Source: an optimization exercise on an open RTL-to-GDS flow (aim: small area). Production flows keep margins and buffers that such runs may drop. The RTL was checked by simulation tests, not by an equivalence proof against the original design. The clock port is modelled as an ideal driver; clocking choices that lean on that would not hold on a real chip.

==> flow/design.v <==
package aluPkg;
    localparam int OpWidth = 4;
    typedef enum logic [OpWidth-1:0] {
        opPassA = 4'h0,
        opPassB = 4'h1,
        opNotA  = 4'h2,
        opNotB  = 4'h3,
        opAdd   = 4'h4,
        opSub   = 4'h5,
        opMax   = 4'h6,
        opAnd   = 4'h7,
        opOr    = 4'h8,
        opNand  = 4'h9,
        opXor   = 4'hA,
        opLsl   = 4'hB,
        opLsr   = 4'hC,
        opAsl   = 4'hD,
        opAsr   = 4'hE,
        opRorc  = 4'hF
    } aluOp_t;
    typedef struct packed {
        logic zero;
        logic carry;
        logic negative;
        logic overflow;
    } aluFlags_t;
endpackage
package dpTypesPkg;
    localparam int DataWidth   = 8;
    localparam int AddrWidth   = 8;
    localparam int NumGenRegs  = 4;
    localparam int NumAddrRegs = 3;
    localparam int ArfPcIdx = 0;
    localparam int ArfArIdx = 1;
    localparam int ArfSpIdx = 2;
    typedef logic [DataWidth-1:0] data_t;
    typedef logic [AddrWidth-1:0] addr_t;
    typedef logic [$clog2(NumGenRegs)-1:0] regIdx_t;
    typedef enum logic [1:0] {regClear, regLoad, regDec, regInc} regFunc_t;
    typedef enum logic [1:0] {selAR = 2'd0, selSP = 2'd1, selPC = 2'd3} arfSel_t;
    typedef enum logic [1:0] {srcAlu, srcMem, srcImm, srcArf} srcSel_t;
    typedef struct packed {
        regIdx_t                 rfOutASel;
        regIdx_t                 rfOutBSel;
        regFunc_t                rfFunc;
        logic [NumGenRegs-1:0]   rfWrMask;
        logic [3:0]              aluOp;       
        arfSel_t                 arfOutCSel;
        arfSel_t                 arfOutDSel;
        regFunc_t                arfFunc;
        logic [NumAddrRegs-1:0]  arfWrMask;
        logic                    memWr;
        srcSel_t                 muxASel;
        srcSel_t                 muxBSel;
        logic                    muxCSel;     
        data_t                   immediate;
    } ctrlWord_t;
    function automatic data_t stepReg(regFunc_t func, data_t cur, data_t din);
        case (func)
            2'd0:     stepReg = {DataWidth{1'b0}};
            2'd1:     stepReg = din;
            2'd2:     stepReg = cur - 1'b1;
            default:  stepReg = cur + 1'b1;
        endcase
    endfunction
endpackage
`timescale 1ns/10ps
module stepRegBits (
    input  logic       ld_i,       
    input  logic       step_i,     
    input  logic       up_i,       
    input  logic [7:0] ldData_i,
    input  logic [7:0] q_i,
    output logic [7:0] d_o
);
    logic [7:0] tog;
    always_comb begin
        tog[0] = step_i;
        for (int i = 1; i < 8; i++) begin
            tog[i] = tog[i-1] & ~(q_i[i-1] ^ up_i);
        end
    end
    assign d_o = ld_i ? ldData_i : (q_i ^ tog);
endmodule
`timescale 1ns/10ps
`timescale 1ns/10ps
`timescale 1ns/10ps
module alu (
    input  logic                 CLK,
    input  logic                 rstN_i,
    input  logic                 we_i,
    input  logic [3:0]           op_i,
    input  logic [7:0]           a_i,
    input  logic [7:0]           b_i,
    output logic [7:0]           result_o,
    output logic [3:0]           flags_o
);
    logic       zQ, cQ, nQ, oQ;
    logic       sub, arith, shl, shr;
    logic [7:0] bx;
    logic [8:0] c;
    logic [7:0] x;
    logic [3:0] tt;
    logic [7:0] lut;
    logic       lt;
    logic       cNew, oNew, cUpd, oUpd;
    assign sub   = (op_i == 4'd5) | (op_i == 4'd6);
    assign arith = (op_i == 4'd4) | (op_i == 4'd5);
    assign shl   = (op_i == 4'd11) | (op_i == 4'd13);
    assign shr   = (op_i == 4'd12) | (op_i == 4'd14) | (op_i == 4'd15);
    assign bx = b_i ^ {8{sub}};
    always_comb begin
        c[0] = sub;
        for (int i = 0; i < 8; i++) begin
            c[i+1] = (a_i[i] ^ bx[i]) ? c[i] : a_i[i];
        end
    end
    assign lt = ~c[8];
    always_comb begin
        if (shl)      x = {a_i[6:0], 1'b0};
        else if (shr) x = {(op_i == 4'd14) ? a_i[7] : (op_i == 4'd15) ? cQ : 1'b0, a_i[7:1]};
        else          x = a_i;
    end
    always_comb begin
        case (op_i)
            4'd0:    tt = 4'b1100;
            4'd1:    tt = 4'b1010;
            4'd2:    tt = 4'b0011;
            4'd3:    tt = 4'b0101;
            4'd4:    tt = 4'b0110;
            4'd5:    tt = 4'b1001;
            4'd6:    tt = lt ? 4'b1010 : 4'b1100;
            4'd7:    tt = 4'b1000;
            4'd8:    tt = 4'b1110;
            4'd9:    tt = 4'b0111;
            4'd10:   tt = 4'b0110;
            default: tt = 4'b1100;
        endcase
    end
    always_comb begin
        for (int i = 0; i < 8; i++) lut[i] = (tt[3] & x[i] & b_i[i]) | (tt[2] & x[i] & ~b_i[i]) | (tt[1] & ~x[i] & b_i[i]) | (tt[0] & ~x[i] & ~b_i[i]);
    end
    assign result_o = lut ^ ({8{arith}} & c[7:0]);
    always_comb begin
        cUpd = arith | shl | shr;
        oUpd = arith;
        if (arith)    cNew = c[8] ^ sub;
        else if (shl) cNew = a_i[7];
        else          cNew = a_i[0];
        oNew = c[8] ^ c[7];
    end
    always_ff @(posedge CLK) begin
        if (!rstN_i) begin
            {zQ, cQ, nQ, oQ} <= '0;
        end else if (we_i) begin
            zQ <= (result_o == 8'd0);
            nQ <= result_o[7];
            if (cUpd) cQ <= cNew;
            if (oUpd) oQ <= oNew;
        end
    end
    assign flags_o = {zQ, cQ, nQ, oQ};
endmodule
`timescale 1ns/10ps
module dataPath (
    input  logic                   CLK,
    input  logic                   rstN_i,
    input  logic                   ctrlValid_i,
    input  dpTypesPkg::ctrlWord_t  ctrl_i,
    output dpTypesPkg::data_t      aluOut_o,
    output aluPkg::aluFlags_t      flags_o,
    output dpTypesPkg::addr_t      address_o,
    input  dpTypesPkg::data_t      memRdData_i,
    output logic                   memWe_o
);
    logic [7:0] gr [4];      
    logic [7:0] ar [3];      
    logic [7:0] grD [4];
    logic [7:0] arD [3];
    logic [7:0] rfOutB, arfOutC, arfOutD, aluA, aluResult;
    logic [7:0] grLdData, arLdData;
    logic [3:0] selA, selB, selLdA, selLdB;
    logic [2:0] selC, selD;
    logic       ldA, ldB;
    assign selA = {4{ctrl_i.muxCSel}} & (4'b0001 << ctrl_i.rfOutASel);
    assign selB = 4'b0001 << ctrl_i.rfOutBSel;
    assign selC = {ctrl_i.arfOutCSel[1], ctrl_i.arfOutCSel == 2'd1, ctrl_i.arfOutCSel == 2'd0};
    assign selD = {ctrl_i.arfOutDSel[1], ctrl_i.arfOutDSel == 2'd1, ctrl_i.arfOutDSel == 2'd0};
    assign ldA    = rstN_i & (ctrl_i.rfFunc == 2'd1);
    assign ldB    = rstN_i & (ctrl_i.arfFunc == 2'd1);
    assign selLdA = {4{ldA}} & (4'b0001 << ctrl_i.muxASel);
    assign selLdB = {4{ldB}} & (4'b0001 << ctrl_i.muxBSel);
    assign arfOutC = ({8{selC[0]}} & ar[1]) | ({8{selC[1]}} & ar[2]) | ({8{selC[2]}} & ar[0]);
    assign arfOutD = ({8{selD[0]}} & ar[1]) | ({8{selD[1]}} & ar[2]) | ({8{selD[2]}} & ar[0]);
    assign rfOutB  = ({8{selB[0]}} & gr[0]) | ({8{selB[1]}} & gr[1]) |
                     ({8{selB[2]}} & gr[2]) | ({8{selB[3]}} & gr[3]);
    assign aluA    = ({8{selA[0]}} & gr[0]) | ({8{selA[1]}} & gr[1]) |
                     ({8{selA[2]}} & gr[2]) | ({8{selA[3]}} & gr[3]) |
                     ({8{~ctrl_i.muxCSel}} & arfOutC);
    alu i_alu (
        .CLK      (CLK),
        .rstN_i   (rstN_i),
        .we_i     (ctrlValid_i),
        .op_i     (ctrl_i.aluOp),
        .a_i      (aluA),
        .b_i      (rfOutB),
        .result_o (aluResult),
        .flags_o  (flags_o)
    );
    assign grLdData = ({8{selLdA[0]}} & aluResult) | ({8{selLdA[1]}} & memRdData_i) |
                      ({8{selLdA[2]}} & ctrl_i.immediate) | ({8{selLdA[3]}} & arfOutC);
    assign arLdData = ({8{selLdB[0]}} & aluResult) | ({8{selLdB[1]}} & memRdData_i) |
                      ({8{selLdB[2]}} & ctrl_i.immediate) | ({8{selLdB[3]}} & arfOutC);
    for (genvar r = 0; r < 4; r++) begin : g_gr
        logic en;
        assign en = ctrlValid_i & ctrl_i.rfWrMask[r];
        stepRegBits i_step (
            .ld_i     (~rstN_i | (en & ~ctrl_i.rfFunc[1])),
            .step_i   (rstN_i & en & ctrl_i.rfFunc[1]),
            .up_i     (ctrl_i.rfFunc[0]),
            .ldData_i (grLdData),
            .q_i      (gr[r]),
            .d_o      (grD[r])
        );
        always_ff @(posedge CLK) gr[r] <= grD[r];
    end
    for (genvar r = 0; r < 3; r++) begin : g_ar
        logic en;
        assign en = ctrlValid_i & ctrl_i.arfWrMask[r];
        stepRegBits i_step (
            .ld_i     (~rstN_i | (en & ~ctrl_i.arfFunc[1])),
            .step_i   (rstN_i & en & ctrl_i.arfFunc[1]),
            .up_i     (ctrl_i.arfFunc[0]),
            .ldData_i (arLdData),
            .q_i      (ar[r]),
            .d_o      (arD[r])
        );
        always_ff @(posedge CLK) ar[r] <= arD[r];
    end
    assign memWe_o   = ctrlValid_i & ctrl_i.memWr;
    assign aluOut_o  = aluResult;
    assign address_o = arfOutD;
endmodule
Settings: LEC_CHECK=0, ABC_AREA=1, CAP_MARGIN=20, CORE_MARGIN=2, CORE_UTILIZATION=65, CTS_BUF_LIST=sky130_fd_sc_hd__clkbuf_2 sky130_fd_sc_hd__clkbuf_4, GPL_TIMING_DRIVEN=0, SLEW_MARGIN=20; clock period 10.0 ns.
standard.sh (not shown) runs the stock make flow with config.mk's settings and CLKGATE_MAP_FILE= SYNTH_SCRIPT=/design/flow/synth_recipe.tcl, a recipe that flattens the netlist after the stock synthesis.
==> flow/flow/run.sh <==
#!/bin/bash
# Own layout flow: the standard ORFS flow with three changes
#  - synthesis maps logic with an area-only ABC script (flow/abc_area_min.script)
#    instead of ORFS's abc_area.script, which also buffers and upsizes gates;
#    everything else in synthesis is the standard flow's own synth_recipe.tcl, so register
#    names and cells are those of the standard synthesis
#  - ports are buffered with sky130_fd_sc_hd__buf_1 (BUFFER_PORTS_ARGS)
#  - the rest is standard.sh unchanged
# Each tool's output goes to a log file of its own in this folder.
set -euo pipefail
W=$PWD
cat > "$W/own_synth.tcl" <<EOT
# synth_recipe.tcl with the ABC script swapped for flow/abc_area_min.script
proc abc {args} {
  set i [lsearch -exact \$args -script]
  if {\$i >= 0} { lset args [expr {\$i + 1}] $W/flow/abc_area_min.script }
  puts "own_synth: abc \$args"
  yosys abc {*}\$args
}
source $W/synth_recipe.tcl
EOT
sed "s#$W/synth_recipe.tcl#$W/own_synth.tcl#g" standard.sh > own_standard.sh
grep -q own_synth.tcl own_standard.sh
export CTS_ARGS="-sink_clustering_enable -repair_clock_nets -buf_list {sky130_fd_sc_hd__clkbuf_2 sky130_fd_sc_hd__clkbuf_4} -dont_use_dummy_load"
export BUFFER_PORTS_ARGS="-buffer_cell sky130_fd_sc_hd__buf_1"
bash own_standard.sh synth > "$W/log_synth.txt" 2>&1
grep -q "own_synth: abc -script $W/flow/abc_area_min.script" orfs/logs/*/dataPath/base/1_2_yosys.log
bash own_standard.sh > "$W/log_layout.txt" 2>&1
test -s out/final.def
==> flow/flow/abc_area_min.script <==
strash
&get -n
&st
&dch
&nf -R 1000
&put
topo
Change:
==> flow/flow/run.sh (replaced) <==
#!/bin/bash
# Own layout flow: the standard ORFS flow with these changes
#  - synthesis maps logic with an area-oriented ABC script (flow/abc_area_min.script)
#    instead of ORFS's abc_area.script, which also buffers and upsizes gates,
#    and without the weak _0 cells;
#    everything else in synthesis is the standard flow's own synth_recipe.tcl, so register
#    names and cells are those of the standard synthesis
#  - ports are buffered with sky130_fd_sc_hd__buf_1 (BUFFER_PORTS_ARGS)
#  - clock tree synthesis uses only sky130_fd_sc_hd__clkbuf_4 and no dummy
#    loads (CTS_ARGS); afterwards flow/post_cts.tcl upsizes to clkbuf_8 any
#    clock buffer whose flip-flop clock pins see a slew over 100 ps
#  - the rest is standard.sh unchanged
# Each tool's output goes to a log file of its own in this folder.
set -euo pipefail
W=$PWD
cat > "$W/own_synth.tcl" <<EOT
# synth_recipe.tcl with the ABC script swapped for flow/abc_area_min.script
proc abc {args} {
  set i [lsearch -exact \$args -script]
  if {\$i >= 0} { lset args [expr {\$i + 1}] $W/flow/abc_area_min.script }
  # the _0 cells are as large as the _1 ones but drive less
  lappend args -dont_use {sky130_fd_sc_hd__*_0}
  puts "own_synth: abc \$args"
  yosys abc {*}\$args
}
source $W/synth_recipe.tcl
EOT
sed "s#$W/synth_recipe.tcl#$W/own_synth.tcl#g" standard.sh > own_standard.sh
grep -q own_synth.tcl own_standard.sh
export CTS_ARGS="-sink_clustering_enable -repair_clock_nets -buf_list {sky130_fd_sc_hd__clkbuf_4} -dont_use_dummy_load"
export POST_CTS_TCL="$W/flow/post_cts.tcl"
export BUFFER_PORTS_ARGS="-buffer_cell sky130_fd_sc_hd__buf_1"
bash own_standard.sh synth > "$W/log_synth.txt" 2>&1
grep -q "own_synth: abc -script $W/flow/abc_area_min.script" orfs/logs/*/dataPath/base/1_2_yosys.log
bash own_standard.sh > "$W/log_layout.txt" 2>&1
test -s out/final.def
==> flow/flow/abc_area_min.script (replaced) <==
strash
&get -n
&st
&dch
&nf -R 1000 -C 32
&put
mfs3 -aer
topo
==> flow/flow/post_cts.tcl (new file) <==
set_propagated_clock [all_clocks]
estimate_parasitics -placement
array set worst {}
foreach p [all_registers -clock_pins -edge_triggered] {
  set s 0
  foreach k {slew_max_rise slew_max_fall} {
    set v [get_property $p $k]
    if { [string is double -strict $v] && $v > $s } { set s $v }
  }
  set net [get_nets -of_objects $p]
  foreach d [get_pins -of_objects $net -filter "direction == output"] {
    set inst [get_full_name [get_cells -of_objects $d]]
    if { ![info exists worst($inst)] || $s > $worst($inst) } { set worst($inst) $s }
  }
}
set upsized 0
foreach inst [array names worst] {
  set c [get_cells $inst]
  if { $worst($inst) > 0.100 && [get_property $c ref_name] eq "sky130_fd_sc_hd__clkbuf_4" } {
    puts "post_cts: $inst drives clock pins with slew $worst($inst) ns; now clkbuf_8"
    replace_cell $c sky130_fd_sc_hd__clkbuf_8
    incr upsized
  }
}
puts "post_cts: upsized $upsized clock buffers"
if { $upsized > 0 } {
  detailed_placement
  check_placement -verbose
  estimate_parasitics -placement
}
--- a/flow/config.mk
+++ b/flow/config.mk
@@ -10,5 +10,4 @@
 export CORE_MARGIN = 2
 export CORE_UTILIZATION = 65
-export CTS_BUF_LIST = sky130_fd_sc_hd__clkbuf_2 sky130_fd_sc_hd__clkbuf_4
-export GPL_TIMING_DRIVEN = 0
+export CTS_BUF_LIST = sky130_fd_sc_hd__clkbuf_4
 export SLEW_MARGIN = 20
With this change the flow did not get past 1_2_yosys.

-- separate check: timing with driven ports --
No port has a modelled driver above. Below, the same layout with a new extraction and two added sets of constraints.
Step 1: set_driving_cell puts a clkbuf_16 on CLK and a buf_2 on each other input, an assumption about the parent block.
Step 2 also shifts input and output timing later by t, the mid clock arrival at the registers, as if the neighbouring blocks saw the same clock.
a / b / c = ideal / step 1 / step 2; a / b = the first two.
run: the first run
t (ns): 0.438
setup WS [ns]: 0.473 / 0.449 / 0.449
worst hold slack (ns): 0.516 / 0.516 / 0.516
slew at the worst register clock pin (ns): 0.12 / 0.12
After both steps setup and hold are still met in the first run. For the first run, drivers alone change the setup slack by -0.024 ns; drivers and shift together by -0.024 ns.
